This is an optimization exercise on Yosys and OpenROAD, whose aim is a short achievable clock period, few clock cycles per item and low power, not a production implementation.
RTL that was checked went through simulation tests only; none was proved equivalent to the original.
No activity file was given, so power comes from the tool's default toggle rates.

== run A ==
==> flow/design.v (excerpt) <==
module fragment_reassembly_tracker_core #(
  parameter int unsigned MAX_FRAGS = frt_pkg::FRT_MAX_FRAGS
) (
  input  logic                            clk_i,
  input  logic                            rst_ni,
  input  logic                            cfg_we_i,
  input  logic [frt_pkg::CFG_IDX_W-1:0]   cfg_index_i,
  input  logic [frt_pkg::BYTES_W-1:0]     cfg_data_i,
  input  logic                            in_valid_i,
  output logic                            in_ready_o,
  input  logic [frt_pkg::FUNC_W-1:0]      func_i,
  input  logic [frt_pkg::KIND_W-1:0]      packet_kind_i,
  input  logic [frt_pkg::MSG_W-1:0]       message_number_i,
  input  logic [frt_pkg::FRAG_W-1:0]      fragment_number_i,
  input  logic [frt_pkg::CNT_W-1:0]       total_fragments_i,
  input  logic [frt_pkg::BYTES_W-1:0]     fragment_bytes_i,
  input  logic [frt_pkg::BYTES_W-1:0]     header_bytes_i,
  input  logic [frt_pkg::BYTES_W-1:0]     max_data_bytes_i,
  input  logic                            request_pending_i,
  output logic                            out_valid_o,
  input  logic                            out_ready_i,
  output logic [frt_pkg::ACTION_W-1:0]    action_o,
  output logic [frt_pkg::OFFSET_W-1:0]    page_offset_o,
  output logic [frt_pkg::BYTES_W-1:0]     copy_bytes_o,
  output logic [frt_pkg::BYTES_W-1:0]     resend_fragment_bytes_o,
  output logic                            message_complete_o
);
clock: 7.5 ns
lec_check: 0
cap_margin: 20
core_margin: 2
core_utilization: 40
cts_buf_list: sky130_fd_sc_hd__clkbuf_8
cts_cluster_diameter: 60
cts_cluster_size: 20
place_density: 0.6
setup_slack_margin: 2.0
slew_margin: 20
tns_end_percent: 0
run.sh (not shown) runs the stock make flow with config.mk's settings and CLKGATE_MAP_FILE= SYNTH_SCRIPT=/design/flow/synth_recipe.tcl, a recipe that flattens the netlist after the stock synthesis.
The flow did not stop early for run A: all stages ran, and the layout cleared the timing, design-rule and antenna checks.
Input-level comparison between run B and run A:
diff --git a/flow/config.mk b/flow/config.mk
--- a/flow/config.mk
+++ b/flow/config.mk
@@ -11,3 +11,3 @@
-export CTS_BUF_LIST = sky130_fd_sc_hd__clkbuf_8
-export CTS_CLUSTER_DIAMETER = 60
-export CTS_CLUSTER_SIZE = 20
+export CTS_BUF_LIST = sky130_fd_sc_hd__clkbuf_16
+export CTS_CLUSTER_DIAMETER = 100
+export CTS_CLUSTER_SIZE = 30
@@ -15 +14,0 @@
-export SETUP_SLACK_MARGIN = 2.0
@@ -17 +15,0 @@
-export TNS_END_PERCENT = 0
Comparing run B and run A, the higher critical path's largest stage delay is on run A. Delta(growth of design area from synthesis to finish, run B - run A) < 0. Re fraction of the mapped netlist area in compound gates: no difference whatsoever between run A and run B.
No functional check of the RTL was part of any run of this note.

* * *

Another version of the RTL of fragment_reassembly_tracker_core (not shown whole).
For scale: about 2400 cells after synthesis, about 170 I/O pins, ~22000 µm² of cells after synthesis.
clock: 7.5 ns
lec_check: 0
cap_margin: 20
core_margin: 2
core_utilization: 40
cts_buf_list: sky130_fd_sc_hd__clkbuf_16
cts_cluster_diameter: 80
cts_cluster_size: 25
place_density: 0.6
setup_slack_margin: 3.0
slew_margin: 20
tns_end_percent: 0
Testbench counts at the start, summed over its fixed seeds: cycles 3,573, items 3,355.
Edit:
==> flow/flow/run.sh (new file) <==
#!/bin/bash
# The standard layout, with the input and output ports buffered by buf_4
# cells instead of the default port buffer. Full tool output: flow.log.
set -euo pipefail
export BUFFER_PORTS_ARGS="-buffer_cell sky130_fd_sc_hd__buf_4"
bash standard.sh > flow.log 2>&1
==> flow/standard.sh (new file) <==
#!/bin/bash
# synth_recipe.tcl (not shown) runs the flow's synth.tcl, then flattens the netlist and writes it again
# the make line also repeats each setting of config.mk as NAME=value (left out here)
make -C /OpenROAD-flow-scripts/flow DESIGN_CONFIG=/design/flow/config.mk WORK_HOME=/design/flow/orfs CLKGATE_MAP_FILE= SYNTH_SCRIPT=/design/flow/synth_recipe.tcl "${@:-finish}"
- CTS_BUF_LIST: sky130_fd_sc_hd__clkbuf_16 -> sky130_fd_sc_hd__clkbuf_8
- CTS_CLUSTER_DIAMETER: 80 -> 60
- CTS_CLUSTER_SIZE: 25 -> 20
removed: flow/run.sh
After rerunning: Sequential power barely changes; setup slack improved by 0.072 ns; die area does not change; clock skew is higher by 0.0060 ns; critical path depth is lower by 8.
Edit:
==> flow/run.sh (new file) <==
#!/bin/bash
# synth_recipe.tcl (not shown) runs the flow's synth.tcl, then flattens the netlist and writes it again
# the make line also repeats each setting of config.mk as NAME=value (left out here)
make -C /OpenROAD-flow-scripts/flow DESIGN_CONFIG=/design/flow/config.mk WORK_HOME=/design/flow/orfs CLKGATE_MAP_FILE= SYNTH_SCRIPT=/design/flow/synth_recipe.tcl finish
removed: flow/flow/run.sh
removed: flow/standard.sh
What happened:
- The changed run completed with no timing, DRC or antenna violations
- worst setup slack loses 0.21 ns
- clock-buffer cell count goes down by 7
- sequential cell count is unchanged
- combinational power hardly moves
- core utilization goes up by 0.81 points
- routed wire length goes down by 2.2%
- register-to-register slack barely changes
- non-clock buffer count goes up by 24
- design area goes up by 1.7%
- cell count goes up by about 0.45%
- die area does not change

* * *

Another version of the RTL of fragment_reassembly_tracker_core (not shown whole).
Size in the first run: about 2,600 cells after synthesis, roughly 250 flip-flops.
Settings: LEC_CHECK=0, CAP_MARGIN=20, CORE_MARGIN=2, CORE_UTILIZATION=50, CTS_BUF_LIST=sky130_fd_sc_hd__clkbuf_16, CTS_CLUSTER_DIAMETER=90, CTS_CLUSTER_SIZE=28, PLACE_DENSITY=0.65, SETUP_SLACK_MARGIN=3.0, SLEW_MARGIN=20, TNS_END_PERCENT=0; clock period 7.5 ns.
standard.sh (not shown) runs the stock make flow with config.mk's settings and CLKGATE_MAP_FILE= SYNTH_SCRIPT=/design/flow/synth_recipe.tcl, a recipe that flattens the netlist after the stock synthesis.
==> flow/flow/run.sh <==
#!/bin/bash
# The standard layout, with the input and output ports buffered by buf_2
# cells instead of the default port buffer. Full tool output: flow.log.
set -euo pipefail
export BUFFER_PORTS_ARGS="-buffer_cell sky130_fd_sc_hd__buf_2"
bash standard.sh > flow.log 2>&1
The starting point completed without violations.
Testbench counts at the start, summed over its fixed seeds: cycles 3,573, items 3,355.
Edit:
--- a/flow/config.mk
+++ b/flow/config.mk
@@ -10 +10 @@
-export CORE_UTILIZATION = 50
+export CORE_UTILIZATION = 40
@@ -12,3 +12,3 @@
-export CTS_CLUSTER_DIAMETER = 90
-export CTS_CLUSTER_SIZE = 28
-export PLACE_DENSITY = 0.65
+export CTS_CLUSTER_DIAMETER = 100
+export CTS_CLUSTER_SIZE = 34
+export PLACE_DENSITY = 0.6
- The new run completed with no timing, DRC or antenna violations
- cell count rose by about 5%
- non-clock buffer count fell by 12
- via count fell by about 1.5%
- total power rose by 2.8%
- setup slack improves by 0.070 ns
- sequential share of layout area fell by 0.17 points
- global-route usage fell by 5.8 points
- die area rose by about 25%
- core utilization fell by 11 points

* * *

## rev 12
Another version of the RTL of fragment_reassembly_tracker_core (not shown whole).
For scale: roughly 170 I/O pins, about 26000 µm² of cells after synthesis.
clock: 7.5 ns
lec_check: 0
abc_clock_period_in_ps: 2000
cap_margin: 20
core_margin: 2
core_utilization: 40
place_density: 0.6
setup_slack_margin: 4.5
slew_margin: 20
run.sh (not shown) runs the stock make flow with config.mk's settings and CLKGATE_MAP_FILE= SYNTH_SCRIPT=/design/flow/synth_recipe.tcl, a recipe that flattens the netlist after the stock synthesis.
Stock flow here: none of the scripts above is used.
Rev 12 went all the way through synthesis, placement and routing and the layout is clean on timing, DRC and antenna.
Testbench counts of rev 12, summed over its fixed seeds: cycles 3,626, items 3,355.
Input-level comparison between rev 13 and rev 12:
- SETUP_SLACK_MARGIN: 4.5 -> unset
- ABC_CLOCK_PERIOD_IN_PS: 2000 -> unset
==> notes.md <==
What rev 13 reported for cell area has to be multiplied by 1.13 to get the figure for rev 12.
Comparing rev 13 and rev 12, the higher setup slack was measured on rev 12.
Rev 12 → rev 13: wire length of the first global-routing pass saw a decrease; fraction of area in registers saw an increase; peak supply drop saw an increase; count of non-CTS buffers in the layout saw a decrease.
Looking at total wire length after detailed routing, rev 13 sits 6.8 mm below rev 12.
Clock period minus final worst setup slack on rev 13 is behind rev 12.
Looking at standard cell with the maximum stage delay on the critical path, the fa_1 result is from rev 12; the nor4_1 one comes from rev 13.

* * *

## run a
RTL: one of the versions met above, not the one the previous note started from.
Size: about 2,600 cells after synthesis, roughly 250 flip-flops, roughly 170 I/O pins.
==> flow/design.v (excerpt) <==
module fragment_reassembly_tracker_core #(
  parameter int unsigned MAX_FRAGS = frt_pkg::FRT_MAX_FRAGS
) (
  input  logic                            clk_i,
  input  logic                            rst_ni,
  input  logic                            cfg_we_i,
  input  logic [frt_pkg::CFG_IDX_W-1:0]   cfg_index_i,
  input  logic [frt_pkg::BYTES_W-1:0]     cfg_data_i,
  input  logic                            in_valid_i,
  output logic                            in_ready_o,
  input  logic [frt_pkg::FUNC_W-1:0]      func_i,
  input  logic [frt_pkg::KIND_W-1:0]      packet_kind_i,
  input  logic [frt_pkg::MSG_W-1:0]       message_number_i,
  input  logic [frt_pkg::FRAG_W-1:0]      fragment_number_i,
  input  logic [frt_pkg::CNT_W-1:0]       total_fragments_i,
  input  logic [frt_pkg::BYTES_W-1:0]     fragment_bytes_i,
  input  logic [frt_pkg::BYTES_W-1:0]     header_bytes_i,
  input  logic [frt_pkg::BYTES_W-1:0]     max_data_bytes_i,
  input  logic                            request_pending_i,
  output logic                            out_valid_o,
  input  logic                            out_ready_i,
  output logic [frt_pkg::ACTION_W-1:0]    action_o,
  output logic [frt_pkg::OFFSET_W-1:0]    page_offset_o,
  output logic [frt_pkg::BYTES_W-1:0]     copy_bytes_o,
  output logic [frt_pkg::BYTES_W-1:0]     resend_fragment_bytes_o,
  output logic                            message_complete_o
);
Settings: LEC_CHECK=0, CAP_MARGIN=20, CORE_MARGIN=2, CORE_UTILIZATION=40, CTS_BUF_LIST=sky130_fd_sc_hd__clkbuf_8, CTS_CLUSTER_DIAMETER=60, CTS_CLUSTER_SIZE=20, PLACE_DENSITY=0.6, SETUP_SLACK_MARGIN=3.0, SLEW_MARGIN=20, TNS_END_PERCENT=100; clock period 7.5 ns.
standard.sh (not shown) runs the stock make flow with config.mk's settings and CLKGATE_MAP_FILE= SYNTH_SCRIPT=/design/flow/synth_recipe.tcl, a recipe that flattens the netlist after the stock synthesis.
==> flow/flow/run.sh <==
#!/bin/bash
# The standard layout, with the input and output ports buffered by buf_4
# cells instead of the default port buffer. Full tool output: flow.log.
set -euo pipefail
export BUFFER_PORTS_ARGS="-buffer_cell sky130_fd_sc_hd__buf_4"
bash standard.sh > flow.log 2>&1
Testbench counts of run a, summed over its fixed seeds: cycles 3,573, items 3,355.
For run b, these inputs were changed with respect to run a:
Settings: CTS_CLUSTER_DIAMETER: 60 -> 90; CTS_CLUSTER_SIZE: 20 -> 28; TNS_END_PERCENT: 100 -> 0; CTS_BUF_LIST: sky130_fd_sc_hd__clkbuf_8 -> sky130_fd_sc_hd__clkbuf_16.
==> flow/flow/run.sh <==
#!/bin/bash
# The standard layout, with the input and output ports buffered by buf_2
# cells instead of the default port buffer. Full tool output: flow.log.
set -euo pipefail
export BUFFER_PORTS_ARGS="-buffer_cell sky130_fd_sc_hd__buf_2"
bash standard.sh > flow.log 2>&1
Findings:
Proportion of power drawn by the clock network (higher): run a. Delta (run b minus run a): area of all placed cells without fillers -2800 µm², layout multi-input combinational cell count saw little to no change, largest net degree at the start of global routing lower. Against run a, run b reports a sequential share of layout area that is higher. The power of run b is lower than that of run a. Compared run b vs run a, and via count of the first global-routing pass is down in run b. Re filler cell count: run b is about 5.4% up on run a. Looking at run a and run b, the smallest hold slack is a wash.

## afterwards: timing with drivers on the ports
No port has a modelled driver above. Below, the same layouts with a new extraction and two added sets of constraints.
Step 1 (the two cells are an assumption about what drives the block):
set clk [get_ports {clk_i}]
set_driving_cell -lib_cell sky130_fd_sc_hd__clkbuf_16 $clk
set_driving_cell -lib_cell sky130_fd_sc_hd__buf_2 [delete_from_list [all_inputs] $clk]
Step 2, shift: input delay + t, output delay - t, t = (earliest + latest rising clock arrival at the registers) / 2. This alone moves slack from input paths to output paths.
a / b / c = ideal ports / drivers / drivers and shift; a / b = the first two.
run | t, ns | slack for setup (ns) | worst hold slack (ns)
run A of note 1 | 0.711 | 1.713 / 1.683 / 1.235 | 0.490 / 0.490 / 0.490
run B of note 1 | 0.586 | 1.024 / 1.002 / 0.566 | 0.491 / 0.491 / 0.491
the first run of note 2 | 0.613 | 2.101 / 2.112 / 1.521 | 0.489 / 0.489 / 0.489
the second run of note 2 | 0.670 | 2.173 / 2.116 / 1.582 | 0.486 / 0.486 / 0.486
the third run of note 2 | 0.691 | 1.959 / 1.979 / 1.288 | 0.489 / 0.489 / 0.489
the first run of note 3 | 0.593 | 2.054 / 1.994 / 1.524 | 0.505 / 0.505 / 0.505
the second run of note 3 | 0.608 | 2.125 / 2.084 / 1.586 | 0.498 / 0.498 / 0.498
rev 12 | 0.637 | 1.593 / 1.593 / 1.593 | 0.478 / 0.478 / 0.478
rev 13 | 0.621 | 0.594 / 0.594 / 0.594 | 0.477 / 0.477 / 0.477
run a of note 5 | 0.662 | 2.087 / 2.030 / 2.014 | 0.496 / 0.496 / 0.496
run b of note 5 | 0.597 | 2.105 / 2.067 / 1.609 | 0.497 / 0.497 / 0.497
After both steps every run listed still meets setup and hold. For the third run of note 2, which loses most, drivers alone change the setup slack by +0.020 ns; drivers and shift together by -0.671 ns.
